This design comes from an exercise in tuning for small area on the open sky130 flow, not from production work. RTL that was checked went through simulation tests only; none was proved equivalent to the original. The RTL of runs 1 to 3 was laid out without a check of its function. No driver is modelled on the clock port, so clocking that relies on it looks cheaper here than on a real chip. Power figures rest on the tool's default switching activity, not on a simulated workload.

===== flow/run.sh =====
#!/bin/bash
# ORFS layout of the standard flow's config, with three changes: synthesis maps the logic with an
# area-oriented ABC script (flip-flops are mapped before ABC, exactly as in the standard
# synthesis), the port buffers are plain buf_1 cells, and the clock tree is built
# without dummy loads. Each tool's output goes to a log of its own.
set -euo pipefail
W=$(pwd)
export AREA_ABC_SCRIPT=$W/flow/area.abc
export BUFFER_PORTS_ARGS="-buffer_cell sky130_fd_sc_hd__buf_1"
export CLOCK_ROOT_BUF=sky130_fd_sc_hd__clkbuf_8
export CLOCK_GROUPS=3
export PRE_CTS_TCL=$W/flow/clock.tcl
export CTS_ARGS="-sink_clustering_enable -repair_clock_nets -dont_use_dummy_load"
sed "s#SYNTH_SCRIPT=[^ ]*#SYNTH_SCRIPT=$W/flow/synth_area.tcl#" standard.sh > synth_area.sh
bash synth_area.sh synth > synth.log 2>&1
bash standard.sh finish > layout.log 2>&1

===== flow/area.abc =====
strash
&get -n
&dch -f
&nf -R 1000
&put
topo

===== flow/clock.tcl =====
# Clock distribution: the flip-flops are split into CLOCK_GROUPS groups by position
# (k-means), and one clock buffer at the centre of each group drives its clock pins.
# The clock port drives only these buffers.
set block [ord::get_db_block]
set dbu [[ord::get_db_tech] getDbUnitsPerMicron]
set k $::env(CLOCK_GROUPS)
set pts {}
foreach inst [$block getInsts] {
  if { [[$inst getMaster] isSequential] } {
    set box [$inst getBBox]
    lappend pts [list $inst [expr { ([$box xMin] + [$box xMax]) / 2.0 / $dbu }] \
      [expr { ([$box yMin] + [$box yMax]) / 2.0 / $dbu }]]
  }
}
set pts [lsort -real -index 1 $pts]
set n [llength $pts]
# seed the centres along x
set cs {}
for { set j 0 } { $j < $k } { incr j } {
  set p [lindex $pts [expr { int(($j + 0.5) * $n / $k) }]]
  lappend cs [list [lindex $p 1] [lindex $p 2]]
}
for { set it 0 } { $it < 50 } { incr it } {
  set groups [lrepeat $k {}]
  foreach p $pts {
    set best 0
    set bd 1e30
    for { set j 0 } { $j < $k } { incr j } {
      set c [lindex $cs $j]
      set d [expr { abs([lindex $p 1] - [lindex $c 0]) + abs([lindex $p 2] - [lindex $c 1]) }]
      if { $d < $bd } { set bd $d; set best $j }
    }
    lset groups $best [concat [lindex $groups $best] [list $p]]
  }
  set cs {}
  foreach g $groups {
    set sx 0.0
    set sy 0.0
    foreach p $g { set sx [expr { $sx + [lindex $p 1] }]; set sy [expr { $sy + [lindex $p 2] }] }
    set m [expr { max(1, [llength $g]) }]
    lappend cs [list [expr { $sx / $m }] [expr { $sy / $m }]]
  }
}
for { set j 0 } { $j < $k } { incr j } {
  set g [lindex $groups $j]
  if { [llength $g] == 0 } { continue }
  set pins {}
  foreach p $g { lappend pins [get_pins -of_objects [get_cells [[lindex $p 0] getName]] -filter "is_clock"] }
  set c [lindex $cs $j]
  puts "clock buffer $j at $c for [llength $g] registers"
  insert_buffer -buffer_cell $::env(CLOCK_ROOT_BUF) -net clock -load_pins [concat {*}$pins] \
    -location $c -buffer_name clkbuf_grp$j -net_name clk_grp$j
}
detailed_placement

===== flow/synth_area.tcl =====
proc synth {args} { yosys synth -nofsm -noshare {*}$args }
proc abc {args} {
  set i [lsearch -exact $args -script]
  if { $i >= 0 } { set args [lreplace $args $i [expr { $i + 1 }]] }
  yosys abc -script $::env(AREA_ABC_SCRIPT) {*}$args
}
source $::env(SCRIPTS_DIR)/synth.tcl
# left out here: clear keep_hierarchy, flatten, clean up, hide names made inside functions, write 1_2_yosys.v

===== standard.sh =====
#!/bin/bash
# synth_recipe.tcl (not shown) runs the flow's synth.tcl, then flattens the netlist and writes it again
# the make line also repeats each setting of config.mk as NAME=value (left out here)
make -C /OpenROAD-flow-scripts/flow DESIGN_CONFIG=/design/flow/config.mk WORK_HOME=/design/flow/orfs CLKGATE_MAP_FILE= SYNTH_SCRIPT=/design/flow/synth_recipe.tcl "${@:-finish}"

===== config.mk =====
export PLATFORM = sky130hd
export DESIGN_NAME = int_to_balanced_ternary_core
export DESIGN_NICKNAME = int_to_balanced_ternary_core
export VERILOG_FILES = /design/flow/design.v
export SDC_FILE = /design/flow/constraint.sdc
export NUM_CORES = 4
export LEC_CHECK = 0
export CAP_MARGIN = 20
export CORE_MARGIN = 2
export CORE_UTILIZATION = 65
export SLEW_MARGIN = 20

===== constraint.sdc =====
create_clock -name core_clock -period 10.0 [get_ports {clock}]
set_input_delay 2.0000 -clock core_clock [delete_from_list [all_inputs] [get_ports {clock}]]
set_output_delay 2.0000 -clock core_clock [all_outputs]
set_load 0.01 [all_outputs]

===== design.v =====
package itbt_pkg;
   localparam int VALUE_WIDTH = 32;
   localparam int MAX_TRITS   = 21;
   localparam logic [31:0] POW   = 32'hcfd41b91;
   localparam logic [31:0] KA    = 32'h67ea0dc8;
   localparam logic [31:0] KB    = 32'h22a359ed;
endpackage
module int_to_balanced_ternary_core (
   input  logic                                   clock,
   input  logic                                   reset,
   input  logic                                   start,
   output logic                                   busy,
   input  logic signed [itbt_pkg::VALUE_WIDTH-1:0] req_value,
   output logic                                   rsp_strobe,
   output logic signed [1:0]                      rsp_trit,
   output logic                                   rsp_last_trit
);
   logic [4:0]  pass_ff;
   logic [4:0]  bit_ff;
   logic [31:0] e_ff;
   logic [1:0]  acc_ff;         
   logic        gt_ff, le_ff;
   logic [1:0]  d_ff;           
   logic        started_ff;
   logic        first_bit, top_bit, last, live, pass0, mul3;
   logic        a, q, k, gp, lp;
   logic [1:0]  acc;
   logic [2:0]  sum;
   logic        o, gt_in, le_in;
   assign first_bit = (bit_ff == 5'd0);
   assign top_bit   = (bit_ff == 5'd31);
   assign last      = (pass_ff == 5'd21);
   assign live      = (pass_ff <= 5'd21);
   assign pass0     = (pass_ff == 5'd0);
   assign mul3      = (pass_ff >= 5'd2);
   assign busy          = ~&{pass_ff, bit_ff};
   assign rsp_strobe    = first_bit & live & (d_ff[0] | started_ff | last);
   assign rsp_trit      = d_ff;
   assign rsp_last_trit = last;
   assign a   = e_ff[0];
   assign q   = d_ff[0] & (first_bit | (itbt_pkg::POW[bit_ff] ^ ~d_ff[1]));
   assign acc = first_bit ? 2'd0 : acc_ff;
   assign sum = {2'b00, a} + {2'b00, q} + {1'b0, acc};
   assign o   = sum[0];
   assign k  = pass0 ? itbt_pkg::KA[bit_ff] : itbt_pkg::KB[bit_ff];
   assign gp = ~first_bit & gt_ff;
   assign lp = first_bit | le_ff;
   always_comb begin
      if (top_bit) begin
         gt_in = ~o & gp;
         le_in = o & lp;
      end else begin
         gt_in = (o & ~k) | (~(o ^ k) & gp);
         le_in = (~o & ~k) | ((o ^ k) & lp);
      end
   end
   always_ff @(posedge clock) begin
      if (reset) {pass_ff, bit_ff} <= '1;
      else       {pass_ff, bit_ff} <= {pass_ff, bit_ff} + {9'd0, busy | start};
   end
   always_ff @(posedge clock) begin
      if (busy) begin
         e_ff   <= {o, e_ff[31:1]};
         acc_ff <= sum[2:1] + {1'b0, mul3 & a};
         gt_ff  <= gt_in;
         le_ff  <= le_in;
         if (top_bit) d_ff <= {le_in, gt_in | le_in};
         if (first_bit & d_ff[0]) started_ff <= 1'b1;
      end else begin
         e_ff       <= req_value;
         d_ff       <= 2'b00;
         started_ff <= 1'b0;
      end
   end
endmodule

==> results by group, run 1 <==
Global route
  – GR Overflow Total: 0
  – Gr usage total: 0.188
  – Initial antenna violation count: 0
  – Vias in the first global route: roughly 1300
  – First-pass GRT wire length: approximately 5.4 mm
  – Largest net degree at the start of global routing: 38

Power
  – Net Switching: just under 0.3 mW
  – Comb power frac: 0.437
  – Leakage: 0.886 nW
  – Pwr per Cell Area: 350 nW/um2
  – Clk pwr share: 0.092
  – Switching Share: 0.364
  – Pint: 0.505 mW
  – Seq pwr share: 0.471
  – Worst IR Drop VDD: between 0.15 and 0.2 mV

Detailed routing
  – Vias per inst: 5.66
  – Final WL: 3.40 mm
  – Routed len/inst: 12.7 um
  – Vias: 1512
  – DR pass1 iterations: 4
  – DRC violations left: 0
  – First DRT Iteration DRCs: 76
  – ANT nets after route: 0

Min path
  – Hold Path Origin: e_ff[16]
  – Worst min-delay path class: reg2reg
  – Hold Path Cell Cnt: 1
  – Worst hold path endpoint: e_ff[15]

Floorplanning
  – Die height: ~60 um
  – Die area: 3590 um2
  – Rows: 20
  – Core ar.: 3000 um2
  – Ports: 40
  – Starting Density: 0.677
  – Chip Width: approximately 60 um

STA
  – Min Hold Slack: 448 ps
  – Slew @ Worst Pin: 537 ps
  – Setup_tns: 0 ps
  – Hold Vio Cnt, Final: 0
  – Final Slew Violations: 0
  – Final clock skew: between 15 and 20 ps
  – FMAX: 242 MHz
  – Minimum clock period: 4140 ps
  – Max-slew headroom: 0.641
  – Period utilisation layout: 0.414
  – RSZ-0062 raised after global routing: no
  – Endpoints failing setup: 0

Yosys
  – Cells after Synth: 191
  – Seq/Total Area, Yosys: 0.502
  – Syn_nets: 235
  – Async set or reset register ratio after synthesis: 0
  – Yosys reg bits: 49
  – Most frequent cell after synthesis: dfxtp_1
  – Synth cell count leaders: 45 x dfxtp_1, 31 x mux2_1, 15 x nand2_1
  – EDFF count, synth: 4
  – Ranking of synthesized cells by area: dfxtp_1 44%, mux2_1 17%, edfxtp_1 5.9%
  – Post-synth top flop: dfxtp_1
  – Synth unique cells: 28
  – Yosys warns: 1
  – Post-Synthesis Cell Area: 2030 um2
  – Area leader, netlist: dfxtp_1
  – Syn avg cell area: 10.6 um2
  – Share of the synthesized area in the top cell type: 0.443

Finish
  – Finished Layout Cells: 267
  – Share of cells above drive strength 1: 0.0171
  – Post-route cell area: 2270 um2
  – Diode count: 0
  – NumNets Final: 280
  – Area growth, synth to finish: 11.6%

Place
  – Placed Cells: about 260
  – Gpl congestion: around 0.88
  – Placed cell area: 2230 um2
  – Post-DP HPWL: 2.62 mm
  – PortBufs: 39

Outcome
  – Status: timing/DRC/antenna clean

Setup path
  – Crit path launch type: flop
  – Critical Path Fanout Max: 37
  – Crit path required time: 8000 ps
  – Crit path DAT: 2140 ps
  – R2R Path Start: bit_ff[1]
  – Reg2Reg Setup Slack: 6480 ps
  – R2R depth: 12
  – Critical Path Sink Type: primary output
  – Worst r2r dst: gt_ff
  – CP Class: reg2out

Clock network
  – Hold buffers post-CTS: 0
  – Post-CTS Setup Inserts: 0
  – Post-cts sizing count: 0
  – Skew-Pair Late Insertion Delay: around 160 ps
  – Clk slew on worst S/H paths: approximately 90 ps

Job
  – Max-cap violations: 0
[final cells by class, clock buffers not listed]
type,instances,area [um2]
Fill cell,223,734
Inverter,8,30.0
Multi-Input combinational cell,134,981
Sequential cell,49,1020
Tap cell,33,41.3
Timing Repair Buffer,40,154
[cell families (layout without fill, tap and decap cells)]
kind of cell	Yosys count	count (layout)	share of synthesized area
and+or+nand+nor	53	53	0.126
DFF	49	49	0.502
AOI/OAI and AO/OA	37	37	0.104
muxes	33	33	0.182
adders and majority gates	9	9	0.0628
buffers and inverters	8	51	0.0148
xor gates and xnor gates	2	2	0.00862
[worst max path at each step]
stage,startpoint,to,slack [ps],depth (start not counted)
2_1_floorplan,bit_ff[3],busy,5990,5
5_1_grt,bit_ff[3],busy,5630,7
4_1_cts,bit_ff[3],busy,6030,7
3_3_place_gp,bit_ff[3],busy,6150,7
3_5_place_dp,bit_ff[3],busy,6030,7
6_report,bit_ff[3],busy,5860,7
[placed cells by master, fill, tap and decap left out]
master	n
dfxtp_1	45
buf_1	39
mux2_1	31
nand2_1	15
o21ai_0	14
a21oi_1	14
nor2_1	11
clkinv_1	8
nand3_1	8
ha_1	7
and3_1	4
nor3_1	4
edfxtp_1	4
or2_0	3
nand2b_1	3
a211oi_1	3
clkbuf_8	3
mux2i_1	2
a31oi_1	2
xnor2_1	2
fa_1	2
and2_0	1
or4_1	1
o311ai_0	1
o311a_1	1
o41ai_1	1
or3_1	1
nor4b_1	1
a311oi_1	1
nand4_1	1
buf_4	1
[per-layer routing]
metal	routed length, um	up-vias	global-route usage
li1	-	770	-
met4	73	0	0.0476
met5	0	-	0
met1	1430	697	0.226
met3	161	7	0.0260
met2	1740	38	0.348
[power by group through the flow]
stage          clock network (mW)  logic, mW  registers (mW)
2_1_floorplan                   0      0.277           0.363
3_3_place_gp                    0      0.328           0.373
3_5_place_dp                    0      0.349           0.380
4_1_cts                    0.0571      0.353           0.382
5_1_grt                    0.0819      0.394           0.390
6_report                   0.0731      0.347           0.375
[through the flow]
stage	setup slack (ps)	power (mW)	utilization
floorplan	5990	0.640	-
global placement	6150	0.701	0.742
detailed placement	6030	0.730	0.742
CTS	6030	0.792	0.755
global route	5630	0.865	0.755
finish	5860	0.795	0.755
[flip-flops by register name, indices dropped and copies added (netlist names)]
register,cells
bit_ff,5
d_ff,2
gt_ff,1
e_ff,32
acc_ff,2
pass_ff,5
started_ff,1
le_ff,1
[worst max-delay path, stage by stage (launching register included)]
cell and delay (ps):
dfxtp_1 560, and2_0 270, nand3_1 100, nor3_1 210, and3_1 310, clkinv_1 90
buf_4 270, buf_1 180
==> run 2: changes to the inputs <==
--- a/design.v
+++ b/design.v
@@ -2,7 +2,9 @@
    localparam int VALUE_WIDTH = 32;
    localparam int MAX_TRITS   = 21;
-   localparam logic [31:0] POW   = 32'hcfd41b91;
-   localparam logic [31:0] KA    = 32'h67ea0dc8;
-   localparam logic [31:0] KB    = 32'h22a359ed;
+   localparam logic [4:0] S_FIRST = 5'd12;
+   localparam logic [4:0] S_TOP   = 5'd22;
+   localparam logic [31:0] T_POW = 32'h1173ba57;
+   localparam logic [31:0] T_KA  = 32'h55010dff;
+   localparam logic [31:0] T_KB  = 32'hf58831e5;
 endpackage
 module int_to_balanced_ternary_core (
@@ -23,25 +25,26 @@
    logic [1:0]  d_ff;           
    logic        started_ff;
-   logic        first_bit, top_bit, last, live, pass0, mul3;
+   logic        first_bit, top_bit, idle, last, live, pass0, mul3;
    logic        a, q, k, gp, lp;
    logic [1:0]  acc;
    logic [2:0]  sum;
    logic        o, gt_in, le_in;
-   assign first_bit = (bit_ff == 5'd0);
-   assign top_bit   = (bit_ff == 5'd31);
+   assign first_bit = (bit_ff == itbt_pkg::S_FIRST);
+   assign top_bit   = (bit_ff == itbt_pkg::S_TOP);
+   assign idle      = (pass_ff == 5'd31);
    assign last      = (pass_ff == 5'd21);
    assign live      = (pass_ff <= 5'd21);
    assign pass0     = (pass_ff == 5'd0);
    assign mul3      = (pass_ff >= 5'd2);
-   assign busy          = ~&{pass_ff, bit_ff};
+   assign busy          = ~(idle & top_bit);
    assign rsp_strobe    = first_bit & live & (d_ff[0] | started_ff | last);
    assign rsp_trit      = d_ff;
    assign rsp_last_trit = last;
    assign a   = e_ff[0];
-   assign q   = d_ff[0] & (first_bit | (itbt_pkg::POW[bit_ff] ^ ~d_ff[1]));
+   assign q   = d_ff[0] & (first_bit | (itbt_pkg::T_POW[bit_ff] ^ ~d_ff[1]));
    assign acc = first_bit ? 2'd0 : acc_ff;
    assign sum = {2'b00, a} + {2'b00, q} + {1'b0, acc};
    assign o   = sum[0];
-   assign k  = pass0 ? itbt_pkg::KA[bit_ff] : itbt_pkg::KB[bit_ff];
+   assign k  = pass0 ? itbt_pkg::T_KA[bit_ff] : itbt_pkg::T_KB[bit_ff];
    assign gp = ~first_bit & gt_ff;
    assign lp = first_bit | le_ff;
@@ -56,6 +59,11 @@
    end
    always_ff @(posedge clock) begin
-      if (reset) {pass_ff, bit_ff} <= '1;
-      else       {pass_ff, bit_ff} <= {pass_ff, bit_ff} + {9'd0, busy | start};
+      if (reset) begin
+         bit_ff  <= itbt_pkg::S_TOP;
+         pass_ff <= 5'd31;
+      end else begin
+         bit_ff  <= {bit_ff[3:0], bit_ff[4] ^ bit_ff[2] ^ (bit_ff[3:0] == 4'd0)};
+         pass_ff <= pass_ff + {4'd0, top_bit & (~idle | start)};
+      end
    end
    always_ff @(posedge clock) begin
--- a/flow/run.sh
+++ b/flow/run.sh
@@ -8,6 +8,6 @@
 export AREA_ABC_SCRIPT=$W/flow/area.abc
 export BUFFER_PORTS_ARGS="-buffer_cell sky130_fd_sc_hd__buf_1"
-export CLOCK_ROOT_BUF=sky130_fd_sc_hd__clkbuf_8
-export CLOCK_GROUPS=3
+export CLOCK_ROOT_BUF=sky130_fd_sc_hd__buf_4
+export CLOCK_GROUPS=4
 export PRE_CTS_TCL=$W/flow/clock.tcl
 export CTS_ARGS="-sink_clustering_enable -repair_clock_nets -dont_use_dummy_load"
==> flow/area.abc (replaced) <==
strash
&get -n
&deepsyn -T 20
&dch -f
&nf -R 1000
&put
topo
==> results by group, run 2 <==
Outcome
  – Status: timing/DRC/antenna clean

Setup path
  – CP Class: reg2out
  – Slowest stage cell, crit path: nor2_4
  – Crit path DAT: 3050 ps (+910 ps)
  – Critical Path Sink Type: primary output
  – CP peak stage delay: 780 ps (+220 ps)
  – CP Cell Sequence: clkinv_1 -> a21oi_1 -> nand3_1 -> nor2_4 -> clkinv_1 -> buf_1
  – Crit path required time: 8000 ps (about the same)
  – R2R depth: 12 (unchanged)
  – Crit path launch type: flop
  – Most frequent CP cell: clkinv_1
  – Critical Path Fanout Max: 37 (unchanged)

STA
  – Final clock skew: 36.1 ps (+19.8 ps)
  – Max-slew headroom: 0.370 (-0.271)
  – Final Slew Violations: 0 (unchanged)
  – FMAX: 198 MHz (-18%)
  – Endpoints failing setup: 0 (unchanged)
  – Setup_tns: 0 ps (unchanged)
  – RSZ-0062 raised after global routing: no
  – Period utilisation layout: 0.505 (+0.0915)
  – Slew @ Worst Pin: 943 ps (+405 ps)
  – Minimum clock period: 5050 ps (+915 ps)
  – Hold Vio Cnt, Final: 0 (unchanged)

Place
  – Placed Cells: 237 (-10%)
  – Gpl congestion: 0.996 (+13%)
  – PortBufs: 39 (unchanged)
  – Post-DP HPWL: 2.44 mm (-6.9%)

Finish
  – Diode count: 0 (unchanged)
  – Area growth, synth to finish: 17.9%
  – Finished Layout Cells: 256 (-4.1%)
  – Filler cell count: 188 (-16%)
  – NumNets Final: 267 (-4.6%)
  – Commonest non-fill, non-tap cell in the layout: dfxtp_1
  – Commonest cells after routing, fill and taps aside: 45 x dfxtp_1, 39 x buf_1, 31 x mux2_1, 15 x clkbuf_4, 14 x nor2_1
  – Largest reg by FF count: e_ff
  – Share of cells above drive strength 1: 0.0889 (+0.0718)
  – Max FFs per register: 32 (unchanged)

Detailed routing
  – Vias: 1429 (-5.5%)
  – Vias per inst: 5.58 (-1.4%)
  – First DRT Iteration DRCs: 151 (+99%)
  – Final WL: 3.63 mm (+6.6%)
  – DR pass1 iterations: 4 (unchanged)
  – DRC violations left: 0 (unchanged)
  – Routed len/inst: 14.2 um (+11%)
  – ANT nets after route: 0 (unchanged)

Yosys
  – Synth unique cells: 26 (-7.1%)
  – Area leader, netlist: dfxtp_1
  – Syn avg cell area: 11.2 um2 (+5.2%)
  – Yosys warns: 1 (unchanged)
  – EDFF count, synth: 4 (unchanged)
  – Seq/Total Area, Yosys: 0.546 (+0.0437)
  – Synth cell count leaders: 45 x dfxtp_1, 31 x mux2_1, 15 x nor2_1
  – Cells after Synth: 167 (-13%)
  – Syn_nets: 207 (-12%)
  – Post-synth top flop: dfxtp_1
  – Most frequent cell after synthesis: dfxtp_1
  – Async set or reset register ratio after synthesis: 0 (unchanged)
  – Post-Synthesis Cell Area: 1870 um2 (-8.0%)
  – Ranking of synthesized cells by area: dfxtp_1 48%, mux2_1 19%, edfxtp_1 6.4%
  – Yosys reg bits: 49 (unchanged)
  – Share of the synthesized area in the top cell type: 0.482 (+0.0386)

Global route
  – First-pass GRT wire length: 6.16 mm (+15%)
  – Vias in the first global route: 1548 (+17%)
  – Initial antenna violation count: 0 (unchanged)
  – GR Overflow Total: 0 (unchanged)
  – Largest net degree at the start of global routing: 38 (unchanged)
  – Gr usage total: 0.250 (+0.0623)

Clock network
  – Post-cts sizing count: 0 (unchanged)
  – Post-CTS Setup Inserts: 0 (unchanged)
  – Skew-Pair Late Insertion Delay: 630 ps (+470 ps)
  – CTS tree: done
  – Clk slew on worst S/H paths: 70 ps (-20 ps)
  – Hold buffers post-CTS: 0 (unchanged)

Floorplanning
  – Rows: 19 (-5.0%)
  – Ports: 40 (unchanged)
  – Die area: 3320 um2 (-7.5%)
  – Starting Density: 0.684 (+0.00709)
  – Die height: 57.6 um (-3.8%)
  – Chip Width: 57.6 um (-3.8%)
  – Core ar.: 2730 um2 (-9.0%)

Min path
  – Hold Path Cell Cnt: 1 (unchanged)
  – Worst min-delay path class: reg2reg

Power
  – Pwr per Cell Area: 301 nW/um2 (-14%)
  – Worst IR Drop VDD: 0.262 mV (+57%)
  – Leakage: 0.864 nW (-2.5%)

Job
  – Max-cap violations: 0 (unchanged)
## run 2: cell count changes after synthesis, sizes merged, moves of 3 or more
cell	change
or2	+3
o21ai	-8
ha	-4
nor2	+4
nand2	-6
a21oi	-4
## run 2: worst paths after layout
kind             start       end  slack (ps)
max          bit_ff[4]      busy        4950
min           e_ff[17]  e_ff[16]         440
max reg2reg  bit_ff[4]     gt_ff        7120
min reg2reg   e_ff[17]  e_ff[16]         440
## run 2: critical path, delay by kind of cell (launching register included)
family	cells	cell delay, ps
AND/OR/NAND/NOR	2	970
buffers and inverters	3	760
AO/OA/AOI/OAI	1	250
flip-flops	1	420
## run 2: cells by family (layout without fill, tap and decap cells)
group | after synthesis | after routing | share of synthesized area
flops | 49 | 49 | 0.546
simple gates | 48 | 48 | 0.121
mux | 31 | 31 | 0.187
compound gates | 25 | 25 | 0.0810
buf+inv | 7 | 65 | 0.0141
fa+ha+maj | 5 | 5 | 0.0415
xor+xnor | 2 | 2 | 0.00937
## run 2: layer usage
layer | share of wire | GRT usage | vias up
met3 | 0.054 | 0.116 | 11
met2 | 0.51 | 0.419 | 43
met4 | 0.023 | 0.156 | 0
met1 | 0.41 | 0.251 | 666
met5 | 0 | 0 | -
li1 | - | - | 709
## run 2: through the flow
step | util | total power [mW] | worst slack (ps) | cell area, um2 | hold slack, ps
final | 0.806 | 0.663 | 4950 | 2200 | 436
after global routing | 0.806 | 0.711 | 4550 | 2200 | 454
after CTS | 0.806 | 0.673 | 4910 | 2200 | 441
after detailed placement | 0.754 | 0.501 | 5590 | 2060 | 423
after global placement | 0.754 | 0.485 | 5700 | 2060 | 413
after floorplan | - | 0.451 | 4920 | 1870 | 410
## run 2: layout make-up, clock buffers not listed
| cell class | instances | area (um2) | share of cell area |
|---|---|---|---|
| multi-input cells | 111 | 830 | 0.376 |
| flip-flops and latches | 49 | 1020 | 0.463 |
| inverters | 7 | 26.3 | 0.0119 |
| repair buffers | 39 | 146 | 0.0664 |
| well taps | 31 | 38.8 | 0.0176 |
## run 2: report_power, final
part | internal, mW | switching (mW) | leakage [nW]
registers | 0.293 | 0.0345 | 0.420
logic | 0.0856 | 0.0879 | 0.355
clock network | 0.0878 | 0.0735 | 0.0882
==> run 3: changes to the inputs <==
--- a/flow/run.sh
+++ b/flow/run.sh
@@ -8,6 +8,6 @@
 export AREA_ABC_SCRIPT=$W/flow/area.abc
 export BUFFER_PORTS_ARGS="-buffer_cell sky130_fd_sc_hd__buf_1"
-export CLOCK_ROOT_BUF=sky130_fd_sc_hd__buf_4
-export CLOCK_GROUPS=4
+export CLOCK_ROOT_BUF=sky130_fd_sc_hd__clkbuf_8
+export CLOCK_GROUPS=3
 export PRE_CTS_TCL=$W/flow/clock.tcl
 export CTS_ARGS="-sink_clustering_enable -repair_clock_nets -dont_use_dummy_load"
==> results by group, run 3 <==
Outcome
  – Status: timing/DRC/antenna clean

Global route
  – Met3 Usage GRT: 0.0268 (-0.0893)
  – GRT busiest layer: met2
  – Gr usage total: 0.205 (-0.0452)
  – First-pass GRT wire length: 5.60 mm (-9.2%)
  – Largest net degree at the start of global routing: 38 (unchanged)
  – Met1 Use GR: 0.246 (-0.00479)
  – Vias in the first global route: 1361 (-12%)
  – Initial antenna violation count: 0 (unchanged)
  – GR Overflow Total: 0 (unchanged)
  – M2 GR Usage: 0.396 (-0.0227)

Finish
  – Finished Layout Cells: 240 (-6.3%)
  – Diode count: 0 (unchanged)
  – Share of cells above drive strength 1: 0.0191 (-0.0698)
  – NumNets Final: 251 (-6.0%)
  – Post-route cell area: 2100 um2 (-4.6%)
  – Area growth, synth to finish: 12.5%
  – Commonest cells after routing, fill and taps aside: 45 x dfxtp_1, 39 x buf_1, 31 x mux2_1, 14 x nor2_1, 10 x a21oi_1
  – Commonest non-fill, non-tap cell in the layout: dfxtp_1
  – Largest reg by FF count: e_ff
  – Max FFs per register: 32 (unchanged)

Setup path
  – Worst r2r dst: gt_ff
  – Crit path launch type: flop
  – Crit path DAT: 2580 ps (-470 ps)
  – Critical Path Fanout Max: 37 (unchanged)
  – Crit path to: busy
  – R2R depth: 11 (-1)
  – CP Class: reg2out
  – Critical Path Sink Type: primary output
  – Crit path required time: 8000 ps (about the same)
  – R2R Path Start: bit_ff[0]
  – Reg2Reg Setup Slack: 7130 ps (about the same)
  – Crit path from: bit_ff[4]

Place
  – Gpl congestion: 0.996 (unchanged)
  – PortBufs: 39 (unchanged)
  – Post-DP HPWL: 2.44 mm (unchanged)
  – Placed Cells: 237 (unchanged)
  – Placed cell area: 2060 um2 (unchanged)

Detailed routing
  – ANT nets after route: 0 (unchanged)
  – Routed len/inst: 13.6 um (-4.4%)
  – First DRT Iteration DRCs: 104 (-31%)
  – Vias: 1340 (-6.2%)
  – Final WL: 3.25 mm (-10%)
  – Vias per inst: 5.58 (about the same)
  – DR pass1 iterations: 4 (unchanged)
  – DRC violations left: 0 (unchanged)

Clock network
  – Clk slew on worst S/H paths: 100 ps (+30 ps)
  – Post-cts sizing count: 0 (unchanged)
  – Post-CTS Setup Inserts: 0 (unchanged)
  – Skew-Pair Late Insertion Delay: 160 ps (-470 ps)
  – Hold buffers post-CTS: 0 (unchanged)

Min path
  – Hold Path Cell Cnt: 1 (unchanged)
  – Worst min-delay path class: reg2reg

Floorplanning
  – Starting Density: 0.684 (unchanged)
  – Die height: 57.6 um (unchanged)
  – Die area: 3320 um2 (unchanged)
  – Ports: 40 (unchanged)
  – Chip Width: 57.6 um (unchanged)
  – Core ar.: 2730 um2 (unchanged)
  – Rows: 19 (unchanged)

Yosys
  – Synth cell count leaders: 45 x dfxtp_1, 31 x mux2_1, 15 x nor2_1
  – Async set or reset register ratio after synthesis: 0 (unchanged)
  – Ranking of synthesized cells by area: dfxtp_1 48%, mux2_1 19%, edfxtp_1 6.4%
  – Cells after Synth: 167 (unchanged)
  – Seq/Total Area, Yosys: 0.546 (unchanged)
  – Syn_nets: 207 (unchanged)
  – Share of the synthesized area in the top cell type: 0.482 (unchanged)
  – Yosys reg bits: 49 (unchanged)
  – Most frequent cell after synthesis: dfxtp_1
  – Syn avg cell area: 11.2 um2 (unchanged)
  – Post-synth top flop: dfxtp_1
  – Synth unique cells: 26 (unchanged)
  – Yosys warns: 1 (unchanged)
  – Post-Synthesis Cell Area: 1870 um2 (unchanged)
  – EDFF count, synth: 4 (unchanged)
  – Area leader, netlist: dfxtp_1

STA
  – Period utilisation layout: 0.458 (-0.0474)
  – Final Slew Violations: 0 (unchanged)
  – Max-slew headroom: 0.372 (+0.00204)
  – Endpoints failing setup: 0 (unchanged)
  – Hold Vio Cnt, Final: 0 (unchanged)
  – Slew @ Worst Pin: 940 ps (-3.05 ps)
  – Setup_tns: 0 ps (unchanged)
  – FMAX: 218 MHz (+10%)
  – Minimum clock period: 4580 ps (-474 ps)
  – Final clock skew: 19.7 ps (-16.4 ps)
  – RSZ-0062 raised after global routing: no

Power
  – Worst IR Drop VDD: 0.238 mV (-9.1%)
  – Pwr per Cell Area: 270 nW/um2 (-10%)
  – Total power: 0.569 mW (-14%)
  – Leakage: 0.797 nW (-7.7%)

Job
  – Max-cap violations: 0 (unchanged)
-- run 3: changes by cell type in the layout (fill, tap and decap cells not counted), sizes merged --
| cell | before | now |
|---|---|---|
| buf | 43 | 39 |
| clkbuf | 15 | 3 |
-- run 3: how the worst min path moves through the flow --
stage             start        to  slack, ps
6_report       e_ff[17]  e_ff[16]        440
3_5_place_dp   e_ff[14]  e_ff[13]        420
4_1_cts        e_ff[10]   e_ff[9]        420
2_1_floorplan   e_ff[1]   e_ff[0]        410
5_1_grt        e_ff[13]  e_ff[12]        450
3_3_place_gp    e_ff[5]   e_ff[4]        410
-- run 3: per-stage QoR --
step	setup slack (ps)	utilization	hold WS [ps]
global route	5040	0.769	453
floorplan	4920	-	410
global placement	5700	0.754	413
finish	5420	0.769	437
CTS	5590	0.769	423
detailed placement	5590	0.754	423
-- run 3: cell type report, clock buffers not listed --
class,count,area (um2)
multi-input cells,111,830
inverters,7,26.3
well taps,31,38.8
repair buffers,39,146
fillers,202,631
flip-flops and latches,49,1020
-- run 3: where the power goes --
group	total, mW	switching [mW]	internal (mW)
Combinational	0.169	0.0842	0.0849
Clock	0.0737	0.0460	0.0278
Sequential	0.326	0.0332	0.293
Total	0.569	0.163	0.406
-- run 3: per-layer routing --
metal  wire [um]  share of wire  up-vias
met1        1380           0.42      614
met3         195          0.060        2
li1            -              -      674
met2        1650           0.51       50
met4          34          0.010        0
met5           0              0        -
-- run 3: cells by family after synthesis --
logic type | count (synthesis) | share of synthesized area
AO/OA/AOI/OAI | 25 | 0.0810
XOR/XNOR | 2 | 0.00937
adder cells (fa/ha/maj) | 5 | 0.0415
buffers and inverters | 7 | 0.0141
flip-flops | 49 | 0.546
multiplexers | 31 | 0.187
AND/OR/NAND/NOR | 48 | 0.121
-- run 3: worst max-delay path, stage by stage (launching register included) --
cell and delay, ps:
dfxtp_1 430, clkinv_1 150, a21oi_1 250, nand3_1 190
nor2_4 770, clkinv_1 380, buf_1 220
==> run 4: changes to the inputs <==
--- a/design.v
+++ b/design.v
@@ -68,9 +68,11 @@
    end
    always_ff @(posedge clock) begin
+      acc_ff <= sum[2:1] + {1'b0, mul3 & a};
+      gt_ff  <= gt_in;
+      le_ff  <= le_in;
+   end
+   always_ff @(posedge clock) begin
       if (busy) begin
          e_ff   <= {o, e_ff[31:1]};
-         acc_ff <= sum[2:1] + {1'b0, mul3 & a};
-         gt_ff  <= gt_in;
-         le_ff  <= le_in;
          if (top_bit) d_ff <= {le_in, gt_in | le_in};
          if (first_bit & d_ff[0]) started_ff <= 1'b1;
==> flow/run.sh (replaced) <==
#!/bin/bash
# ORFS layout of the standard flow's config, with three changes: synthesis maps the logic with an
# area-oriented ABC script (flip-flops are mapped before ABC, exactly as in the standard
# synthesis), the port buffers are plain buf_1 cells, and before CTS the flip-flops are
# split into CLOCK_GROUPS groups, each clocked by one CLOCK_ROOT_BUF buffer that the
# clock port drives (flow/clock.tcl), so CTS finds the clock already buffered.
# Each tool's output goes to a log of its own.
set -euo pipefail
W=$(pwd)
export AREA_ABC_SCRIPT=$W/flow/area.abc
export BUFFER_PORTS_ARGS="-buffer_cell sky130_fd_sc_hd__buf_1"
export CLOCK_ROOT_BUF=sky130_fd_sc_hd__clkbuf_8
export CLOCK_GROUPS=3
export PRE_CTS_TCL=$W/flow/clock.tcl
sed "s#SYNTH_SCRIPT=[^ ]*#SYNTH_SCRIPT=$W/flow/synth_area.tcl#" standard.sh > synth_area.sh
bash synth_area.sh synth > synth.log 2>&1
bash standard.sh finish > layout.log 2>&1
==> flow/area.abc (replaced) <==
strash
&get -n
&deepsyn -T 60
&put
amap
topo
--- a/config.mk
+++ b/config.mk
@@ -7,5 +7,5 @@
 export LEC_CHECK = 0
 export CAP_MARGIN = 20
-export CORE_MARGIN = 2
-export CORE_UTILIZATION = 65
+export CORE_AREA = 2 2 59 59
+export DIE_AREA = 0 0 61 61
 export SLEW_MARGIN = 20
==> results by group, run 4 <==
Finish
  – Post-route cell area: 2000 um2 (-4.9%)
  – Area of the multi-input gates: 687 um2 (-17%)
  – Storage element area: 981 um2 (-3.9%)
  – Filler cell count: 285 (+41%)
  – NumNets Final: 257 (+2.4%)
  – Diode count: 0 (unchanged)
  – Commonest non-fill, non-tap cell in the layout: dfxtp_1
  – Share of cells above drive strength 1: 0.0233 (+0.00412)
  – Max FFs per register: 32 (unchanged)
  – Area growth, synth to finish: 14.5%
  – Commonest cells after routing, fill and taps aside: 49 x dfxtp_1, 39 x buf_1, 31 x a22o_1, 22 x clkinv_1, 14 x nor2_1
  – Largest reg by FF count: e_ff

Setup path
  – Crit path launch type: flop
  – R2R Path Start: bit_ff[3]
  – Worst r2r dst: gt_ff
  – Critical Path Fanout Max: 34 (-8.1%)
  – R2R depth: 12 (+1)
  – CP Cell Sequence: nor2_1 -> clkinv_1 -> a21oi_1 -> a31oi_1 -> nor3_1 -> clkinv_1 -> nor2_2 -> clkinv_1 -> buf_1
  – Slowest stage cell, crit path: clkinv_1
  – Most frequent CP cell: clkinv_1
  – Critical Path Sink Type: primary output
  – Crit path required time: 8000 ps (about the same)
  – CP Class: reg2out
  – Reg2Reg Setup Slack: 6480 ps (-650 ps)
  – CP peak stage delay: 680 ps (-90 ps)
  – Crit path DAT: 2900 ps (+320 ps)

Clock network
  – Post-cts sizing count: 0 (unchanged)
  – Skew-Pair Late Insertion Delay: 160 ps (about the same)
  – Hold buffers post-CTS: 0 (unchanged)
  – Clk slew on worst S/H paths: 100 ps (about the same)
  – Post-CTS Setup Inserts: 0 (unchanged)

STA
  – Hold Vio Cnt, Final: 0 (unchanged)
  – Setup_tns: 0 ps (unchanged)
  – Period utilisation layout: 0.490 (+0.0321)
  – Max-slew headroom: 0.432 (+0.0596)
  – Min Hold Slack: 450 ps (+12.2 ps)
  – Final clock skew: 14.8 ps (-4.91 ps)
  – RSZ-0062 raised after global routing: no
  – Endpoints failing setup: 0 (unchanged)
  – Min setup slack post-route: 5100 ps (-321 ps)
  – Slew @ Worst Pin: 847 ps (-92.4 ps)
  – FMAX: 204 MHz (-6.5%)
  – Final Slew Violations: 0 (unchanged)
  – Minimum clock period: 4900 ps (+321 ps)

Detailed routing
  – DRC violations left: 0 (unchanged)
  – Vias per inst: 5.39 (-3.5%)
  – First DRT Iteration DRCs: 54 (-48%)
  – ANT nets after route: 0 (unchanged)
  – Final WL: 3.17 mm (-2.4%)
  – Vias: 1396 (+4.2%)
  – DR pass1 iterations: 4 (unchanged)
  – Routed len/inst: 12.3 um (-9.6%)

Global route
  – Gr usage total: 0.174 (-0.0308)
  – First-pass GRT wire length: 5.13 mm (-8.3%)
  – Vias in the first global route: 1195 (-12%)
  – Largest net degree at the start of global routing: 35 (-7.9%)
  – GR Overflow Total: 0 (unchanged)
  – Initial antenna violation count: 0 (unchanged)

Place
  – Gpl congestion: 0.831 (-17%)
  – Placed cell area: 1960 um2 (-5.0%)
  – Post-DP HPWL: 2.32 mm (-4.9%)
  – PortBufs: 39 (unchanged)
  – Pre-CTS setup slack: 5340 ps (-253 ps)

Job
  – Max-cap violations: 0 (unchanged)

Yosys
  – Synth cell count leaders: 49 x dfxtp_1, 31 x a22o_1, 22 x clkinv_1
  – EDFF count, synth: 0 (-4)
  – Seq/Total Area, Yosys: 0.561 (+0.0150)
  – Syn_nets: 212 (+2.4%)
  – Post-Synthesis Cell Area: 1750 um2 (-6.5%)
  – Share of the synthesized area in the top cell type: 0.561 (+0.0793)
  – Yosys reg bits: 49 (unchanged)
  – Post-synth top flop: dfxtp_1
  – Area leader, netlist: dfxtp_1
  – Yosys warns: 1 (unchanged)
  – Syn avg cell area: 10.2 um2 (-9.2%)
  – Async set or reset register ratio after synthesis: 0 (unchanged)
  – Cells after Synth: 172 (+3.0%)
  – Most frequent cell after synthesis: dfxtp_1
  – Ranking of synthesized cells by area: dfxtp_1 56%, a22o_1 16%, clkinv_1 4.7%
  – Synth unique cells: 22 (-15%)

Power
  – Pint: 0.400 mW (-1.3%)
  – Pwr per Cell Area: 278 nW/um2 (+2.8%)
  – Seq pwr share: 0.558 (-0.015)
  – Comb power frac: 0.312 (+0.015)
  – Clk pwr share: 0.130 (about the same)
  – Net Switching: 0.156 mW (-4.7%)
  – Leakage: 0.765 nW (-4.1%)
  – Switching Share: 0.280 (-0.00713)
  – Worst IR Drop VDD: 0.178 mV (-25%)
  – Total power: 0.556 mW (-2.3%)

Min path
  – Hold Path Cell Cnt: 1 (unchanged)
  – Worst hold path endpoint: e_ff[15]
  – Hold Path Origin: e_ff[16]
  – Worst min-delay path class: reg2reg

Outcome
  – Status: timing/DRC/antenna clean

Floorplanning
  – Die height: 61 um (+5.9%)
  – Die area: 3720 um2 (+12%)
  – Starting Density: 0.568 (-0.116)
  – Core ar.: 3080 um2 (+13%)
  – Chip Width: 61 um (+5.9%)
  – Rows: 20 (+1)
  – Ports: 40 (unchanged)
==> run 4: cell count changes after synthesis, moves of 4 or more <==
cell	delta
a22o_1	+31
dfxtp_1	+4
nand3_1	-5
clkinv_1	+15
edfxtp_1	-4
a31oi_1	+4
mux2_1	-31
==> run 4: worst max-delay path: cells and delay by family, from the launching register on <==
kind                   cells  cell delay [ps]
AO/OA/AOI/OAI              2              230
buffers and inverters      4             1400
AND/OR/NAND/NOR            3              760
flip-flops                 1              340
==> run 4: routing by layer <==
layer  part of all wire  GRT usage  up-vias
met5                  0          0        -
met4             0.0076     0.0248        0
met3              0.065     0.0192        4
met2               0.44      0.286       53
met1               0.49      0.254      629
li1                   -          -      710
==> run 4: cells by family (layout without fill, tap and decap cells) <==
logic type / after synthesis / after routing / synth area share
and+or+nand+nor: 36 / 36 / 0.0909
buffers and inverters: 22 / 65 / 0.0472
DFF: 49 / 49 / 0.561
AOI/OAI and AO/OA: 60 / 60 / 0.256
adders and majority gates: 5 / 5 / 0.0444
==> run 4: final cells by class, clock buffers not listed <==
type / instances / area share
well taps: 44 / 0.0275
inverters: 22 / 0.0413
repair buffers: 40 / 0.0769
multi-input cells: 101 / 0.343
flip-flops and latches: 49 / 0.490
==> run 4: power groups by stage <==
stage	clock, mW	sequential [mW]	combinational (mW)
finish	0.0721	0.310	0.174
CTS	0.0571	0.316	0.177
detailed placement	0	0.315	0.174
global route	0.0831	0.318	0.197
global placement	0	0.313	0.169
floorplan	0	0.307	0.137
==> run 4: stage by stage <==
| stage | instances | utilization |
|---|---|---|
| 2_1_floorplan | 172 | - |
| 3_3_place_gp | 256 | 0.637 |
| 3_5_place_dp | 256 | 0.637 |
| 4_1_cts | 259 | 0.650 |
| 5_1_grt | 259 | 0.650 |
| 6_report | 259 | 0.650 |
==> run 4: worst max-delay path by stage <==
stage | slack, ps | cells past startpoint | end | start
after floorplan | 4590 | 7 | busy | bit_ff[3]
after global placement | 5540 | 8 | busy | bit_ff[3]
after detailed placement | 5340 | 9 | busy | bit_ff[3]
after CTS | 5330 | 9 | busy | bit_ff[3]
after global routing | 4730 | 9 | busy | bit_ff[3]
final | 5100 | 9 | busy | bit_ff[3]
==> run 5: changes to the inputs <==
==> flow/run.sh (replaced) <==
#!/bin/bash
# ORFS layout of the standard flow's config, with three changes:
# - synthesis maps the logic with area-oriented ABC scripts (flow/area*.abc, the same
#   script with four random seeds for ABC's &deepsyn), run side by side, and keeps the
#   smallest netlist; flip-flops are mapped before ABC, exactly as in the standard synthesis;
# - the port buffers are plain buf_1 cells;
# - before CTS the flip-flops are split into CLOCK_GROUPS groups, each clocked by one
#   CLOCK_ROOT_BUF buffer that the clock port drives (flow/clock.tcl), so CTS finds the
#   clock already buffered.
# Each tool's output goes to a log of its own.
set -euo pipefail
W=$(pwd)
export BUFFER_PORTS_ARGS="-buffer_cell sky130_fd_sc_hd__buf_1"
export CLOCK_ROOT_BUF=sky130_fd_sc_hd__clkbuf_8
export CLOCK_GROUPS=3
export PRE_CTS_TCL=$W/flow/clock.tcl
best=""
best_area=""
for s in 1 2 3 4; do
  sed -e "s#SYNTH_SCRIPT=[^ ]*#SYNTH_SCRIPT=$W/flow/synth_area.tcl#" \
      -e "s#WORK_HOME=[^ ]*#WORK_HOME=$W/trial$s#" standard.sh > synth_trial$s.sh
  AREA_ABC_SCRIPT=$W/flow/area$s.abc bash synth_trial$s.sh synth > synth_trial$s.log 2>&1 &
done
wait
for s in 1 2 3 4; do
  stat=$W/trial$s/reports/$FLOW_PLATFORM/int_to_balanced_ternary_core/base/synth_stat.txt
  [[ -f $stat ]] || continue
  a=$(awk '/Chip area for module/ {print $NF}' "$stat")
  echo "trial $s: synthesised area $a" >> synth_choice.log
  if [[ -z "$best" ]] || awk -v a="$a" -v b="$best_area" 'BEGIN {exit !(a < b)}'; then
    best=$s
    best_area=$a
  fi
done
echo "kept trial $best" >> synth_choice.log
mv "$W/trial$best" "$W/orfs"
for s in 1 2 3 4; do rm -rf "$W/trial$s"; done
bash standard.sh finish > layout.log 2>&1
==> flow/area1.abc (new file) <==
strash
&get -n
&deepsyn -T 60 -S 1
&put
dch -f
amap -F 20 -A 30
topo
==> flow/area2.abc (new file) <==
strash
&get -n
&deepsyn -T 60 -S 2
&put
dch -f
amap -F 20 -A 30
topo
==> flow/area3.abc (new file) <==
strash
&get -n
&deepsyn -T 60 -S 3
&put
dch -f
amap -F 20 -A 30
topo
==> flow/area4.abc (new file) <==
strash
&get -n
&deepsyn -T 60 -S 4
&put
dch -f
amap -F 20 -A 30
topo
--- a/flow/synth_area.tcl
+++ b/flow/synth_area.tcl
@@ -3,4 +3,5 @@
   set i [lsearch -exact $args -script]
   if { $i >= 0 } { set args [lreplace $args $i [expr { $i + 1 }]] }
+  if { [info exists ::env(AREA_ABC_EXTRA)] } { lappend args {*}$::env(AREA_ABC_EXTRA) }
   yosys abc -script $::env(AREA_ABC_SCRIPT) {*}$args
 }
--- a/config.mk
+++ b/config.mk
@@ -9,3 +9,4 @@
 export CORE_AREA = 2 2 59 59
 export DIE_AREA = 0 0 61 61
+export PLACE_DENSITY = 0.85
 export SLEW_MARGIN = 20
removed: flow/area.abc
==> results by group, run 5 <==
Yosys
  – Yosys warns: 1 (unchanged)
  – Syn_nets: 207 (-2.4%)
  – Async set or reset register ratio after synthesis: 0 (unchanged)
  – Yosys reg bits: 49 (unchanged)
  – Ranking of synthesized cells by area: dfxtp_1 56%, o22a_1 16%, clkinv_1 3.2%
  – Share of the synthesized area in the top cell type: 0.564 (+0.00242)
  – Synth unique cells: 27 (+23%)
  – Area leader, netlist: dfxtp_1
  – Post-synth top flop: dfxtp_1
  – EDFF count, synth: 0 (unchanged)
  – Synth cell count leaders: 49 x dfxtp_1, 31 x o22a_1, 15 x clkinv_1
  – Syn avg cell area: 10.4 um2 (+2.6%)
  – Post-Synthesis Cell Area: 1740 um2 (-0.43%)
  – Most frequent cell after synthesis: dfxtp_1
  – Cells after Synth: 167 (-2.9%)
  – Seq/Total Area, Yosys: 0.564 (+0.00242)

Place
  – PortBufs: 39 (unchanged)
  – Pre-CTS setup slack: 5280 ps (-50.8 ps)
  – Post-DP HPWL: 2.34 mm (+1.0%)
  – Gpl congestion: 0.953 (+15%)
  – Placed Cells: 251 (-2.0%)

Clock network
  – Post-cts sizing count: 0 (unchanged)
  – Clk slew on worst S/H paths: 100 ps (about the same)
  – Post-CTS Setup Inserts: 0 (unchanged)
  – Hold buffers post-CTS: 0 (unchanged)
  – Skew-Pair Late Insertion Delay: 150 ps (about the same)

Finish
  – Share of cells above drive strength 1: 0.0238 (+0.000554)
  – Finished Layout Cells: 254 (-1.9%)
  – Max FFs per register: 32 (unchanged)
  – Commonest cells after routing, fill and taps aside: 49 x dfxtp_1, 39 x buf_1, 31 x o22a_1, 15 x clkinv_1, 13 x nor2_1
  – Largest reg by FF count: e_ff
  – Diode count: 0 (unchanged)
  – NumNets Final: 252 (-1.9%)
  – Area growth, synth to finish: 14.5% (about the same)
  – Final Util: 0.648 (-0.00244)
  – Commonest non-fill, non-tap cell in the layout: dfxtp_1

Job
  – Max-cap violations: 0 (unchanged)

Detailed routing
  – Vias: 1367 (-2.1%)
  – DRC violations left: 0 (unchanged)
  – ANT nets after route: 0 (unchanged)
  – Routed len/inst: 12.5 um (+2.4%)
  – Vias per inst: 5.38 (-0.15%)
  – Final WL: 3.19 mm (+0.38%)
  – First DRT Iteration DRCs: 68 (+26%)
  – DR pass1 iterations: 4 (unchanged)

STA
  – Max-slew headroom: 0.463 (+0.0312)
  – Period utilisation layout: 0.492 (+0.00237)
  – Final clock skew: 6.14 ps (-8.69 ps)
  – Minimum clock period: 4920 ps (+23.7 ps)
  – RSZ-0062 raised after global routing: no
  – Endpoints failing setup: 0 (unchanged)
  – Final Slew Violations: 0 (unchanged)
  – FMAX: 203 MHz (-0.48%)
  – Setup_tns: 0 ps (unchanged)
  – Min setup slack post-route: 5080 ps (-23.7 ps)
  – Slew @ Worst Pin: 801 ps (-46.5 ps)
  – Hold Vio Cnt, Final: 0 (unchanged)

Setup path
  – Crit path launch type: flop
  – R2R Path Start: bit_ff[4]
  – Critical Path Sink Type: primary output
  – CP Class: reg2out
  – Critical Path Fanout Max: 37 (+8.8%)
  – Crit path from: bit_ff[3]
  – Crit path DAT: 2920 ps (+20 ps)
  – Crit path required time: 8000 ps (about the same)

Floorplanning
  – Die height: 61 um (unchanged)
  – Chip Width: 61 um (unchanged)
  – Die area: 3720 um2 (unchanged)
  – Rows: 20 (unchanged)
  – Ports: 40 (unchanged)
  – Core ar.: 3080 um2 (unchanged)
  – Starting Density: 0.565 (-0.00244)

Outcome
  – Status: timing/DRC/antenna clean

Global route
  – First-pass GRT wire length: 5.15 mm (+0.41%)
  – GR Overflow Total: 0 (unchanged)
  – Largest net degree at the start of global routing: 38 (+8.6%)
  – Vias in the first global route: 1203 (+0.67%)
  – Initial antenna violation count: 0 (unchanged)
  – Gr usage total: 0.175 (+0.000595)

Min path
  – Hold Path Origin: e_ff[28]
  – Worst min-delay path class: reg2reg

Power
  – Worst IR Drop VDD: 0.178 mV (+0.20%)
  – Leakage: 0.734 nW (-3.9%)
  – Pwr per Cell Area: 285 nW/um2 (+2.4%)
==> run 5: cell count changes after synthesis, moves of 2 or more <==
cell and change:
a21oi_1 -2, a22o_1 -31, a311oi_1 -2, clkinv_1 -7
nor3_1 -3, o21ai_0 +4, o22a_1 +31
==> run 5: where the power goes <==
group	total [mW]	leakage, nW	internal [mW]	switching [mW]
registers	0.313	0.411	0.282	0.0309
clock network	0.0739	0.0216	0.0278	0.0461
logic	0.181	0.302	0.0977	0.0830
total	0.567	0.734	0.407	0.160
==> run 5: final cells by class, clock buffers not listed <==
type,count,area (um2)
multi-input combinational,103,706
timing repair buffer,40,154
fill,263,1080
inverter,15,56.3
tap,44,55.1
sequential,49,981
==> run 5: worst paths after layout <==
path	to	slack, ps	cells after the start
worst max-delay path	busy	5080	9
worst max register to register	le_ff	6520	11
worst min-delay path	e_ff[27]	460	1
worst min register to register	e_ff[27]	460	1
==> run 5: metal layers <==
layer,up-vias,GRT usage,wire length [um]
met2,42,0.281,1440
met3,4,0.0277,193
li1,694,-,-
met1,627,0.250,1510
met4,0,0.0373,40
met5,-,0,0
==> run 5: kinds of logic (layout without fill, tap and decap cells) <==
group | count (synthesis) | in the layout | synth area share
AOI/OAI and AO/OA | 62 | 62 | 0.265
adders and majority gates | 5 | 5 | 0.0446
buffers and inverters | 15 | 58 | 0.0323
DFF | 49 | 49 | 0.564
and+or+nand+nor | 36 | 36 | 0.0949
==> run 5: stage by stage <==
step                power, mW  area, um2  hold WS (ps)
floorplan               0.453       1740           424
global placement        0.490       1950           441
detailed placement      0.501       1950           446
CTS                     0.560       1990           446
global route            0.609       1990           475
finish                  0.567       1990           463
==> run 5: critical path, stage by stage (launching register included) <==
cell	delay (ps)
dfxtp_1	350
clkinv_1	160
o21ai_0	170
a31oi_1	150
nor2_1	150
clkinv_1	210
nor2_2	150
buf_4	350
clkinv_1	740
buf_1	320
==> run 6: changes to the inputs <==
--- a/config.mk
+++ b/config.mk
@@ -9,4 +9,3 @@
 export CORE_AREA = 2 2 59 59
 export DIE_AREA = 0 0 61 61
-export PLACE_DENSITY = 0.85
 export SLEW_MARGIN = 20
==> results by group, run 6 <==
Yosys
  – Post-Synth Adder-Cell Area: 0.0446 (unchanged)
  – Post-synthesis mux area share: 0 (unchanged)
  – Post-synth top flop: dfxtp_1
  – Largest family of logic cells by synthesized area: compound AO/OA/AOI/OAI gates
  – Share of the synthesized area in the top cell type: 0.564 (unchanged)
  – Seq/Total Area, Yosys: 0.564 (unchanged)
  – Most frequent cell after synthesis: dfxtp_1
  – Cells after Synth: 167 (unchanged)
  – Compound-Gate Fraction of Synth Area: 0.265 (unchanged)
  – Syn avg cell area: 10.4 um2 (unchanged)
  – EDFF count, synth: 0 (unchanged)
  – Ranking of synthesized cells by area: dfxtp_1 56%, o22a_1 16%, clkinv_1 3.2%
  – Yosys warns: 1 (unchanged)
  – Synth Area in XOR/XNOR: 0 (unchanged)
  – Area leader, netlist: dfxtp_1
  – Synth unique cells: 27 (unchanged)
  – Async set or reset register ratio after synthesis: 0 (unchanged)
  – Post-Synthesis Cell Area: 1740 um2 (unchanged)
  – Yosys reg bits: 49 (unchanged)
  – Syn_nets: 207 (unchanged)
  – Simple-gate area share of the yosys netlist: 0.0949 (unchanged)
  – Synth cell count leaders: 49 x dfxtp_1, 31 x o22a_1, 15 x clkinv_1

Finish
  – Commonest non-fill, non-tap cell in the layout: dfxtp_1
  – Diode count: 0 (unchanged)
  – NumNets Final: 252 (unchanged)
  – Area of the multi-input gates: 706 um2 (unchanged)
  – Share of cells above drive strength 1: 0.0238 (unchanged)
  – Storage element area: 981 um2 (unchanged)
  – Max FFs per register: 32 (unchanged)
  – Filler cell count: 273 (+3.8%)
  – Final Util: 0.648 (unchanged)
  – Largest reg by FF count: e_ff
  – Area growth, synth to finish: 14.5% (unchanged)
  – Commonest cells after routing, fill and taps aside: 49 x dfxtp_1, 39 x buf_1, 31 x o22a_1, 15 x clkinv_1, 13 x nor2_1

STA
  – RSZ-0062 raised after global routing: no
  – Setup_tns: 0 ps (unchanged)
  – Period utilisation layout: 0.445 (-0.0479)
  – Endpoints failing setup: 0 (unchanged)
  – Max-slew headroom: 0.473 (+0.00981)
  – Final Slew Violations: 0 (unchanged)
  – Final clock skew: 5.81 ps (-0.333 ps)
  – FMAX: 225 MHz (+11%)
  – Minimum clock period: 4450 ps (-479 ps)
  – Hold Vio Cnt, Final: 0 (unchanged)
  – Slew @ Worst Pin: 786 ps (-14.6 ps)

Detailed routing
  – Routed len/inst: 12.0 um (-4.3%)
  – Vias per inst: 5.28 (-1.9%)
  – Final WL: 3.05 mm (-4.3%)
  – DRC violations left: 0 (unchanged)
  – DR pass1 iterations: 4 (unchanged)
  – First DRT Iteration DRCs: 80 (+18%)
  – ANT nets after route: 0 (unchanged)
  – Vias: 1341 (-1.9%)

Setup path
  – Crit path required time: 8000 ps (about the same)
  – Crit path DAT: 2450 ps (-470 ps)
  – Critical Path Sink Type: primary output
  – Critical Path Fanout Max: 32 (-14%)
  – Crit path launch type: flop
  – CP Class: reg2out

Clock network
  – Skew-Pair Late Insertion Delay: 150 ps (about the same)
  – Hold buffers post-CTS: 0 (unchanged)
  – Post-cts sizing count: 0 (unchanged)
  – Clk slew on worst S/H paths: 90 ps (about the same)
  – Post-CTS Setup Inserts: 0 (unchanged)

Min path
  – Worst min-delay path class: reg2reg

Global route
  – Vias in the first global route: 1231 (+2.3%)
  – Gr usage total: 0.167 (-0.00809)
  – First-pass GRT wire length: 4.91 mm (-4.7%)
  – GR Overflow Total: 0 (unchanged)
  – Largest net degree at the start of global routing: 37 (-2.6%)
  – Initial antenna violation count: 0 (unchanged)

Floorplanning
  – Die height: 61 um (unchanged)
  – Rows: 20 (unchanged)
  – Starting Density: 0.565 (unchanged)
  – Core ar.: 3080 um2 (unchanged)
  – Chip Width: 61 um (unchanged)
  – Ports: 40 (unchanged)
  – Die area: 3720 um2 (unchanged)

Place
  – Gpl congestion: 0.838 (-12%)
  – Post-DP HPWL: 2.24 mm (-4.4%)
  – PortBufs: 39 (unchanged)

Power
  – Leakage: 0.734 nW (unchanged)
  – Worst IR Drop VDD: 0.122 mV (-31%)
  – Pwr per Cell Area: 283 nW/um2 (-0.70%)

Outcome
  – Status: timing/DRC/antenna clean

Job
  – Max-cap violations: 0 (unchanged)
-- run 6: cell counts in the layout (fill, tap and decap cells not counted) --
Identical to the previous run, type by type.
-- run 6: area by class of cell, clock buffers not listed --
cell class | count | share of cell area
multi-input combinational | 103 | 0.354
timing repair buffer | 40 | 0.0772
sequential | 49 | 0.492
inverter | 15 | 0.0282
tap | 44 | 0.0276
-- run 6: cell families after synthesis --
| kind of cell | after synthesis |
|---|---|
| compound gates | 62 |
| simple gates | 36 |
| fa+ha+maj | 5 |
| buf+inv | 15 |
| flops | 49 |
-- run 6: power by group --
part | total, mW | internal (mW) | switching [mW] | leakage, nW
Clock | 0.0724 | 0.0277 | 0.0447 | 0.0216
Sequential | 0.313 | 0.282 | 0.0310 | 0.411
Combinational | 0.178 | 0.0973 | 0.0808 | 0.302
-- run 6: critical path, stage by stage (launching register included) --
cell      delay (ps)
dfxtp_1          360
clkinv_1         170
o21ai_0          160
a31oi_1          130
nor2_1           140
clkinv_1         200
nor2_2           170
clkinv_1         630
buf_1            320
-- run 6: path summary, 6_finish.rpt --
check                  from  endpoint  slack [ps]  cells past startpoint
hold / removal     e_ff[28]  e_ff[27]         460                      1
hold reg to reg    e_ff[28]  e_ff[27]         460                      1
setup / recovery  bit_ff[3]      busy        5550                      8
setup reg to reg  bit_ff[4]     le_ff        6520                     11
-- run 6: routing by layer --
metal  vias to the layer above  part of all wire  wire length, um  global-route usage
li1                        704                 -                -                   -
met1                       588              0.50             1530               0.229
met2                        43              0.43             1320               0.296
met3                         6             0.049              149              0.0128
met4                         0             0.014               42              0.0217
met5                         -                 0                0                   0
-- run 6: through the flow --
stage	cells	setup slack (ps)	total power [mW]	cell area, um2	hold slack [ps]
after global placement	251	5870	0.488	1950	439
after floorplan	167	4710	0.453	1740	424
final	254	5550	0.563	1990	464
after detailed placement	251	5710	0.498	1950	441
after global routing	254	5250	0.607	1990	489
after CTS	254	5710	0.557	1990	445
==> run 7: changes to the inputs <==
--- a/config.mk
+++ b/config.mk
@@ -6,6 +6,6 @@
 export NUM_CORES = 4
 export LEC_CHECK = 0
-export CAP_MARGIN = 20
+export CAP_MARGIN = 0
 export CORE_AREA = 2 2 59 59
 export DIE_AREA = 0 0 61 61
-export SLEW_MARGIN = 20
+export SLEW_MARGIN = 0
==> results by group, run 7 <==
Floorplanning
  – Core ar.: 3080 um2 (unchanged)
  – Die area: 3720 um2 (unchanged)
  – Rows: 20 (unchanged)
  – Ports: 40 (unchanged)
  – Die height: 61 um (unchanged)
  – Chip Width: 61 um (unchanged)
  – Starting Density: 0.565 (unchanged)

Clock network
  – Clk slew on worst S/H paths: 90 ps (about the same)
  – Post-cts sizing count: 0 (unchanged)
  – Skew-Pair Late Insertion Delay: 150 ps (about the same)
  – Post-CTS Setup Inserts: 0 (unchanged)
  – Hold buffers post-CTS: 0 (unchanged)

STA
  – Slew @ Worst Pin: 786 ps (unchanged)
  – FMAX: 225 MHz (unchanged)
  – Setup_tns: 0 ps (unchanged)
  – Max-slew headroom: 0.473 (unchanged)
  – RSZ-0062 raised after global routing: no
  – Final clock skew: 5.81 ps (unchanged)
  – Minimum clock period: 4450 ps (unchanged)
  – Endpoints failing setup: 0 (unchanged)
  – Final Slew Violations: 0 (unchanged)
  – Period utilisation layout: 0.445 (unchanged)
  – Hold Vio Cnt, Final: 0 (unchanged)

Detailed routing
  – First DRT Iteration DRCs: 80 (unchanged)
  – DRC violations left: 0 (unchanged)
  – DR pass1 iterations: 4 (unchanged)
  – Vias: 1341 (unchanged)
  – ANT nets after route: 0 (unchanged)
  – Routed len/inst: 12.0 um (unchanged)
  – Final WL: 3.05 mm (unchanged)
  – Vias per inst: 5.28 (unchanged)

Setup path
  – Crit path from: bit_ff[3]
  – R2R Path Start: bit_ff[4]
  – Crit path DAT: 2450 ps (about the same)
  – Critical Path Fanout Max: 32 (unchanged)
  – Worst r2r dst: le_ff
  – CP Class: reg2out
  – Crit path to: busy
  – Critical Path Sink Type: primary output
  – Crit path launch type: flop
  – R2R depth: 11 (unchanged)
  – Crit path required time: 8000 ps (about the same)
  – Reg2Reg Setup Slack: 6520 ps (about the same)

Yosys
  – Async set or reset register ratio after synthesis: 0 (unchanged)
  – Yosys reg bits: 49 (unchanged)
  – Most frequent cell after synthesis: dfxtp_1
  – EDFF count, synth: 0 (unchanged)
  – Syn avg cell area: 10.4 um2 (unchanged)
  – Synth unique cells: 27 (unchanged)
  – Syn_nets: 207 (unchanged)
  – Post-synth top flop: dfxtp_1
  – Seq/Total Area, Yosys: 0.564 (unchanged)
  – Post-Synthesis Cell Area: 1740 um2 (unchanged)
  – Cells after Synth: 167 (unchanged)
  – Synth cell count leaders: 49 x dfxtp_1, 31 x o22a_1, 15 x clkinv_1
  – Area leader, netlist: dfxtp_1
  – Ranking of synthesized cells by area: dfxtp_1 56%, o22a_1 16%, clkinv_1 3.2%
  – Share of the synthesized area in the top cell type: 0.564 (unchanged)
  – Yosys warns: 1 (unchanged)

Finish
  – Max FFs per register: 32 (unchanged)
  – Commonest non-fill, non-tap cell in the layout: dfxtp_1
  – Area growth, synth to finish: 14.5% (unchanged)
  – Largest reg by FF count: e_ff
  – Final Util: 0.648 (unchanged)
  – NumNets Final: 252 (unchanged)
  – Post-route cell area: 1990 um2 (unchanged)
  – Commonest cells after routing, fill and taps aside: 49 x dfxtp_1, 39 x buf_1, 31 x o22a_1, 15 x clkinv_1, 13 x nor2_1
  – Diode count: 0 (unchanged)
  – Share of cells above drive strength 1: 0.0238 (unchanged)

Power
  – Leakage: 0.734 nW (unchanged)
  – Pwr per Cell Area: 283 nW/um2 (unchanged)
  – Total power: 0.563 mW (unchanged)
  – Worst IR Drop VDD: 0.122 mV (unchanged)

Place
  – Post-DP HPWL: 2.24 mm (unchanged)
  – PortBufs: 39 (unchanged)
  – Gpl congestion: 0.838 (unchanged)
  – Placed cell area: 1950 um2 (unchanged)

Outcome
  – Status: timing/DRC/antenna clean

Global route
  – Vias in the first global route: 1231 (unchanged)
  – Gr usage total: 0.167 (unchanged)
  – Largest net degree at the start of global routing: 37 (unchanged)
  – GR Overflow Total: 0 (unchanged)
  – First-pass GRT wire length: 4.91 mm (unchanged)
  – Initial antenna violation count: 0 (unchanged)

Job
  – Max-cap violations: 0 (unchanged)

Min path
  – Worst min-delay path class: reg2reg
-- run 7: cell counts in the layout (fill, tap and decap cells not counted) --
No cell type changed its count.
-- run 7: worst min-delay path by stage --
stage	to	cells after the start	startpoint	slack, ps
2_1_floorplan	started_ff	2	started_ff	420
3_3_place_gp	e_ff[2]	1	e_ff[3]	440
3_5_place_dp	e_ff[11]	1	e_ff[12]	440
4_1_cts	e_ff[24]	1	e_ff[25]	450
5_1_grt	e_ff[23]	1	e_ff[24]	490
6_report	e_ff[27]	1	e_ff[28]	460
-- run 7: where the power goes --
group	internal (mW)	switching [mW]	leakage [nW]
Combinational	0.0973	0.0808	0.302
Clock	0.0277	0.0447	0.0216
Sequential	0.282	0.0310	0.411
Total	0.407	0.156	0.734
-- run 7: metrics by stage --
step / hold slack [ps] / cells / setup WS, ps
after floorplan: 424 / 167 / 4710
after global placement: 439 / 251 / 5870
after detailed placement: 441 / 251 / 5710
after CTS: 445 / 254 / 5710
after global routing: 489 / 254 / 5250
final: 464 / 254 / 5550
-- run 7: worst max-delay path, stage by stage, from the launching register on --
cell and delay, ps:
dfxtp_1 360, clkinv_1 170, o21ai_0 160, a31oi_1 130, nor2_1 140, clkinv_1 200, nor2_2 170, clkinv_1 630
buf_1 320
-- run 7: kinds of logic (layout without fill, tap and decap cells) --
logic type	Yosys count	in the layout	synth area share
compound gates	62	62	0.265
flops	49	49	0.564
simple gates	36	36	0.0949
buf+inv	15	58	0.0323
fa+ha+maj	5	5	0.0446
-- run 7: layout make-up, clock buffers not listed --
cell class / instances / area [um2]
fillers: 273 / 1080
well taps: 44 / 55.1
repair buffers: 40 / 154
inverters: 15 / 56.3
flip-flops and latches: 49 / 981
multi-input cells: 103 / 706
-- run 7: metal layers --
layer | share of wire | track usage | vias to the layer above | routed length (um)
met5 | 0 | 0 | - | 0
met4 | 0.014 | 0.0217 | 0 | 42
met3 | 0.049 | 0.0128 | 6 | 149
met2 | 0.43 | 0.296 | 43 | 1320
met1 | 0.50 | 0.229 | 588 | 1530
li1 | - | - | 704 | -

-- separate check: timing with driven ports --
Ports are ideal in the flow. The routed layouts listed here were re-timed in OpenROAD.
Step 1: set_driving_cell puts a clkbuf_16 on clock and a buf_2 on each other input, an assumption about the parent block.
Step 2, shift: input delay + t, output delay - t, t = (earliest + latest rising clock arrival at the registers) / 2. This alone moves slack from input paths to output paths.
a / b / c = ideal / step 1 / step 2; a / b = the first two.
| run | shift t [ns] | slack for setup (ns) | worst slew at a driven data input, ns | cell pins on the clock port's net |
|---|---|---|---|---|
| run 1 | 0.192 | 5.861 / 5.819 / 6.011 | 0.04 | 3 |
| run 2 | 0.643 | 4.946 / 4.918 / 5.561 | 0.04 | 1 |
| run 3 | 0.193 | 5.420 / 5.375 / 5.568 | 0.03 | 3 |
| run 4 | 0.190 | 5.099 / 5.058 / 5.247 | 0.04 | 3 |
| run 5 | 0.194 | 5.076 / 5.033 / 5.227 | 0.04 | 3 |
| run 6 | 0.192 | 5.555 / 5.512 / 5.704 | 0.04 | 3 |
| run 7 | 0.192 | 5.555 / 5.512 / 5.704 | 0.04 | 3 |
After both steps every run listed still meets setup and hold.
